This is an optimization exercise on Yosys and OpenROAD, whose aim is small area, not a production implementation. In this exercise RTL edits were held to simulation tests only and were not proved equivalent to the original. No activity file was given, so power comes from the tool's default toggle rates.

`flow/constraint.sdc`:
```
create_clock -name core_clock -period 4.0 [get_ports {clk}]
set_input_delay 0.8000 -clock core_clock [delete_from_list [all_inputs] [get_ports {clk}]]
set_output_delay 0.8000 -clock core_clock [all_outputs]
set_load 0.01 [all_outputs]
```
`flow/design.v`:
```
package dsp_conv_pkg;
  typedef enum logic [1:0] {
    IDLE = 2'd0,
    LOAD = 2'd1,
    SWAP = 2'd2,
    DONE = 2'd3
  } krnl_state_t;
  function automatic integer krnl_words(input integer kern_sz, input integer img_d);
    krnl_words = kern_sz * kern_sz * img_d;
  endfunction
endpackage
module dsp_onehot_dec #(
  parameter int N = 8,
  parameter int W = 3
) (
  input  logic         i_en,
  input  logic [W-1:0] i_idx,
  output logic [N-1:0] o_onehot
);
  generate
    for (genvar gi = 0; gi < N; gi++) begin : g_bit
      assign o_onehot[gi] = i_en && (i_idx == W'(gi));
    end
  endgenerate
endmodule
module dsp_krnl_load_ctrl #(
  parameter int NUM_TILES = 480,
  parameter int KERN_SZ   = 3,
  parameter int IMG_D     = 6,
  parameter int A_W       = 14,
  parameter int M_W       = 18,
  localparam int KRNL_WORDS = dsp_conv_pkg::krnl_words(KERN_SZ, IMG_D),
  localparam int TILE_W     = $clog2(NUM_TILES)
) (
  input  logic                 clk,
  input  logic                 rst,
  input  logic                 ce,
  input  logic                 cmd_valid,
  output logic                 cmd_ready,
  input  logic [TILE_W-1:0]    cmd_tile,
  input  logic                 cmd_bank,
  input  logic                 cmd_swap,
  input  logic                 s_valid,
  output logic                 s_ready,
  input  logic [M_W-1:0]       s_data,
  output logic [A_W-1:0]       krnl_wraddr,
  output logic [M_W-1:0]       krnl_wrdata,
  output logic [NUM_TILES-1:0] krnl_bram1_wren,
  output logic [NUM_TILES-1:0] krnl_bram2_wren,
  output logic [NUM_TILES-1:0] ld_new_kernel,
  output logic                 busy,
  output logic                 done,
  output logic                 cmd_err
);
  localparam int                 CNT_W    = $clog2(KRNL_WORDS + 1);
  localparam logic [CNT_W-1:0]   LAST_CNT = CNT_W'(KRNL_WORDS - 1);
  localparam logic [TILE_W:0]    TILE_LIM = (TILE_W + 1)'(NUM_TILES);
  dsp_conv_pkg::krnl_state_t          r_state;
  dsp_conv_pkg::krnl_state_t          w_state_next;
  logic [CNT_W-1:0]     r_word_cnt;
  logic [TILE_W-1:0]    r_tile;
  logic                 r_bank;
  logic                 r_swap;
  logic [A_W-1:0]       r_wraddr;
  logic [M_W-1:0]       r_wrdata;
  logic [NUM_TILES-1:0] r_bram1_wren;
  logic [NUM_TILES-1:0] r_bram2_wren;
  logic [NUM_TILES-1:0] r_ld_new;
  logic                 r_done;
  logic                 r_cmd_err;
  logic [NUM_TILES-1:0] w_tile_oh;
  logic                 w_cmd_ready;
  logic                 w_s_ready;
  logic                 w_cmd_fire;
  logic                 w_tile_ok;
  logic                 w_beat;
  logic                 w_last;
  dsp_onehot_dec #(
    .N (NUM_TILES),
    .W (TILE_W)
  ) u_tile_dec (
    .i_en     (ce),
    .i_idx    (r_tile),
    .o_onehot (w_tile_oh)
  );
  assign w_cmd_ready = (r_state == dsp_conv_pkg::IDLE) && ce && !rst;
  assign w_s_ready   = (r_state == dsp_conv_pkg::LOAD) && ce && !rst;
  assign w_cmd_fire  = cmd_valid && w_cmd_ready;
  assign w_tile_ok   = ({1'b0, cmd_tile} < TILE_LIM);
  assign w_beat      = s_valid && w_s_ready;
  assign w_last      = (r_word_cnt == LAST_CNT);
  always_ff @(posedge clk) begin
    if (rst) begin
      r_state <= dsp_conv_pkg::IDLE;
    end else begin
      r_state <= w_state_next;
    end
  end
  always_comb begin
    w_state_next = r_state;
    if (ce) begin
      case (r_state)
        dsp_conv_pkg::IDLE: begin
          if (w_cmd_fire && w_tile_ok) begin
            w_state_next = dsp_conv_pkg::LOAD;
          end
        end
        dsp_conv_pkg::LOAD: begin
          if (w_beat && w_last) begin
            w_state_next = r_swap ? dsp_conv_pkg::SWAP : dsp_conv_pkg::DONE;
          end
        end
        dsp_conv_pkg::SWAP:    w_state_next = dsp_conv_pkg::DONE;
        dsp_conv_pkg::DONE:    w_state_next = dsp_conv_pkg::IDLE;
        default: w_state_next = dsp_conv_pkg::IDLE;
      endcase
    end
  end
  always_ff @(posedge clk) begin
    if (rst) begin
      r_word_cnt   <= '0;
      r_tile       <= '0;
      r_bank       <= 1'b0;
      r_swap       <= 1'b0;
      r_wraddr     <= '0;
      r_wrdata     <= '0;
      r_bram1_wren <= '0;
      r_bram2_wren <= '0;
      r_ld_new     <= '0;
      r_done       <= 1'b0;
      r_cmd_err    <= 1'b0;
    end else begin
      r_bram1_wren <= '0;
      r_bram2_wren <= '0;
      r_ld_new     <= '0;
      r_done       <= 1'b0;
      r_cmd_err    <= 1'b0;
      if (w_cmd_fire) begin
        if (w_tile_ok) begin
          r_tile     <= cmd_tile;
          r_bank     <= cmd_bank;
          r_swap     <= cmd_swap;
          r_word_cnt <= '0;
        end else begin
          r_cmd_err <= 1'b1;
        end
      end
      if (w_beat) begin
        r_wraddr <= A_W'(r_word_cnt);
        r_wrdata <= s_data;
        if (r_bank) begin
          r_bram2_wren <= w_tile_oh;
        end else begin
          r_bram1_wren <= w_tile_oh;
        end
        if (!w_last) begin
          r_word_cnt <= r_word_cnt + CNT_W'(1);
        end
      end
      if (ce && (r_state == dsp_conv_pkg::SWAP)) begin
        r_ld_new <= w_tile_oh;
      end
      if (ce && (r_state == dsp_conv_pkg::DONE)) begin
        r_done <= 1'b1;
      end
    end
  end
  assign cmd_ready       = w_cmd_ready;
  assign s_ready         = w_s_ready;
  assign busy            = (r_state != dsp_conv_pkg::IDLE);
  assign krnl_wraddr     = r_wraddr;
  assign krnl_wrdata     = r_wrdata;
  assign krnl_bram1_wren = r_bram1_wren;
  assign krnl_bram2_wren = r_bram2_wren;
  assign ld_new_kernel   = r_ld_new;
  assign done            = r_done;
  assign cmd_err         = r_cmd_err;
endmodule
```
`flow/run.sh`:
```
#!/bin/bash
# synth_recipe.tcl (not shown) runs the flow's synth.tcl, then flattens the netlist and writes it again
# the make line also repeats each setting of config.mk as NAME=value (left out here)
make -C /OpenROAD-flow-scripts/flow DESIGN_CONFIG=/design/flow/config.mk WORK_HOME=/design/flow/orfs CLKGATE_MAP_FILE= SYNTH_SCRIPT=/design/flow/synth_recipe.tcl finish
```
`flow/config.mk`:
```
export PLATFORM = sky130hd
export DESIGN_NAME = dsp_krnl_load_ctrl
export DESIGN_NICKNAME = dsp_krnl_load_ctrl
export VERILOG_FILES = /design/flow/design.v
export SDC_FILE = /design/flow/constraint.sdc
export NUM_CORES = 4
export LEC_CHECK = 0
export CAP_MARGIN = 20
export CORE_AREA = 10 10 550 550
export DIE_AREA = 0 0 560 560
export SLEW_MARGIN = 20
```
==> notes.md <==
sequential cells by signal (all words and copies together), names as in the netlist:
signal and flops:
r_tile 9, r_cmd_err 1, r_swap 1, r_bram2_wren 480, r_ld_new 480, r_bank 1
r_done 1, r_state 2, r_bram1_wren 480, r_word_cnt 6, r_wraddr 6, r_wrdata 18
cell usage in the layout, fill, tap and decap left out, types with 21 or more instances in the layout:
cell type           n
clkdlybuf4s50_1  1501
clkbuf_16         162
a21oi_1            36
buf_4              94
clkbuf_1           31
nand2_1            80
nor2_1           1458
nand2_4            40
nand2_2            32
dfxtp_1          1485
diode_2            21
buf_12             35
clkbuf_8           34
worst max-delay path, cell delays in order:
cell	delay, ns
clkdlybuf4s50_1	0.59
nor2b_1	0.34
and2_1	0.32
clkdlybuf4s50_1	0.61
power by group through the flow:
stage                     registers, mW  logic [mW]  clock network (mW)
after floorplan                    15.1      0.0878                   0
after global placement             15.1       0.240                   0
after detailed placement           15.1       0.242                   0
after CTS                          14.8       0.243                15.8
after global routing               14.8       0.252                16.4
final                              14.8       0.237                15.4
worst min-delay path by stage:
stage	end	slack (ns)
finish	r_swap	0.44
global route	r_swap	0.40
CTS	r_swap	0.35
detailed placement	r_wrdata[15]	0.45
global placement	r_wrdata[0]	0.45
floorplan	r_swap	0.43
cells by family after synthesis:
group,share of synthesized area [%]
compound gates,0.861
fa+ha+maj,0.232
buf+inv,3.43
flops,78.7
mux,0.109
other cells,0.00992
simple gates,16.7
layout make-up:
class	count	area (µm²)	area share [%]
Multi-Input combinational cell	1725	7180	11.2
Antenna cell	21	52.6	0.0823
Timing Repair Buffer	1631	16400	25.7
Inverter	7	26.3	0.0412
Clock inverter	63	907	1.42
Tap cell	3900	4880	7.64
Clock buffer	227	4640	7.26
Sequential cell	1485	29700	46.6
per-layer routing:
layer / vias up / part of all wire (%) / GRT usage [%]
li1: 13600 / - / -
met1: 14900 / 38 / 15.4
met2: 1845 / 50 / 24.8
met3: 357 / 9.4 / 4.54
met4: 2 / 3.4 / 4.59
met5: - / 0.0052 / 0
metrics by stage:
step	total power, mW	instance area [µm²]	utilization, %	hold slack [ns]
after floorplan	15.2	37800	-	0.431
after CTS	30.8	63800	22.0	0.352
after detailed placement	15.4	58200	20.0	0.451
final	30.5	63800	22.0	0.441
after global placement	15.4	58200	20.0	0.453
after global routing	31.4	63800	22.0	0.398
==> reports/qor.yml <==
grt_max_degree: 49
reg2reg_from: "r_tile[8]"
numPortBuffers: 1502
routedWlPerCell_um: 25.5
synthToLayoutAreaGrowth_pct: 68.9
synth.cell_area_um2: 37800
rows: 198
comb_power_share_pct: 0.8
start_util_pct: 13.0
ant_nets: 0
min_period_ns: 3.48
fin_nets: 5053
cp.required_ns: 3.20
chipHeight_um: 560
finalHoldViolCount: 0
synth_top_area_share_pct: 78.7
p_switching_mw: 6.57
switching_share_pct: 21.6
maxSlewViolCount: 0
gr-usage-all-layers_pct: 13.9
critical_path_class: "input port to primary output"
rsz0062_at_grt: "no"
seq_area_frac_synth_pct: 78.7
ys_ff_latch: 1485
worstHoldPathCells: 2
hpwlAfterDp_mm: 165
cts_tree: "built"
p_per_area_nw_per_um2: 478
synth_top_area_cell: "dfxtp_1"
r2r_cells: 4
ios: 1511
clockPowerShare_pct: 50.6
setup_slack_ns: 0.520
antenna_found_initial: 44
hold_start: "rst"
cts-root-buf: "clkbuf_16"
synthArstFlopShare_pct: 0
wl_mm: 231
cts-buffers-inserted: 162
cts_max_path_buffers: 4
dp_slack_ns: 0.403
clk_pin_slew_ns: 0.06
hold_class: "input port to flop"
gp_congestion: 0.775
relSlewSlack_pct: 26.6
drt_first_pass_iters: 5
dieArea_um2: 314000
syn_area_per_cell_um2: 10.8
critical_path_peak_fanout: 3
vdd_ir_drop_max_v: 0.000367
worst_clock_skew_ns: 0.0498
synthCells: 3514
pwr-share-seq_pct: 48.6
cts_hold_buf: 0
cp_data_arrival_time_ns: 2.68
synth_edf_count: 0
yosysMostFrequentCell: "dfxtp_1"
drive_above_1_share_pct: 9.15
p_leak_nw: 22.0
yosys-top-cells-count: "1,485 x dfxtp_1, 1,458 x nor2_1, 196 x clkbuf_1"
r2r_setup_slack_ns: 1.06
startpoint_type: "input port"
crit_end: "s_ready"
post-route-period-util_pct: 87.0
cts_setup_buffers: 0
drc: 0
synth_warnings: 1
fin_cells: 9059
grt_pass1_vias: 31300
grt_overflow: 0
core_um2: 291000
rr_endpoint: "r_bram2_wren[384]"
dp_cells: 8748
ys.flop_type: "dfxtp_1"
setup_violations: 0
timing.setup.tns_ns: 0
setup.worst_path.end_class: "primary output"
ys_top_cells_by_area: "dfxtp_1 79%, nor2_1 14%, clkbuf_1 1.9%, nand2_1 1.5%, buf_2 1.0%"
fillCellCount: 31100
cap_viol_max_count: 0
grt_pass1_wl_mm: 298
cts_num_sinks: 1485
fmax_mhz: 287
viasPerCell: 3.39
drt_iter0_drc: 2768
cts_resized: 0
p_int_mw: 23.9
status: "no timing/DRC/antenna violations"
htreeDepth: 4
num_vias: 30700
worstMarginPinSlew_ns: 1.09
startpoint: "ce"
die_w_um: 560
ys_types: 34
insertion_delay_ns: 0.83

## what the ideal ports hide
Ports are ideal in the flow. The routed layout listed here was re-timed in OpenROAD. Step 1 (the two cells are an assumption about what drives the block):
set clk [get_ports {clk}]
set_driving_cell -lib_cell sky130_fd_sc_hd__clkbuf_16 $clk
set_driving_cell -lib_cell sky130_fd_sc_hd__buf_2 [delete_from_list [all_inputs] $clk]
Step 2 also shifts input and output timing later by t, the mid clock arrival at the registers, as if the neighbouring blocks saw the same clock. Three values: ideal, step 1, step 2; two values: the first two.
t (ns): 0.881
slack for setup (ns): 0.520 / 0.484 / 0.484
worst hold slack (ns): 0.441 / 0.441 / 0.464
latest minus earliest clock arrival (ns): 0.066 / 0.066
After both steps setup and hold are still met in this run. The setup slack of this run moves by -0.036 ns with the drivers and by -0.036 ns with both steps.
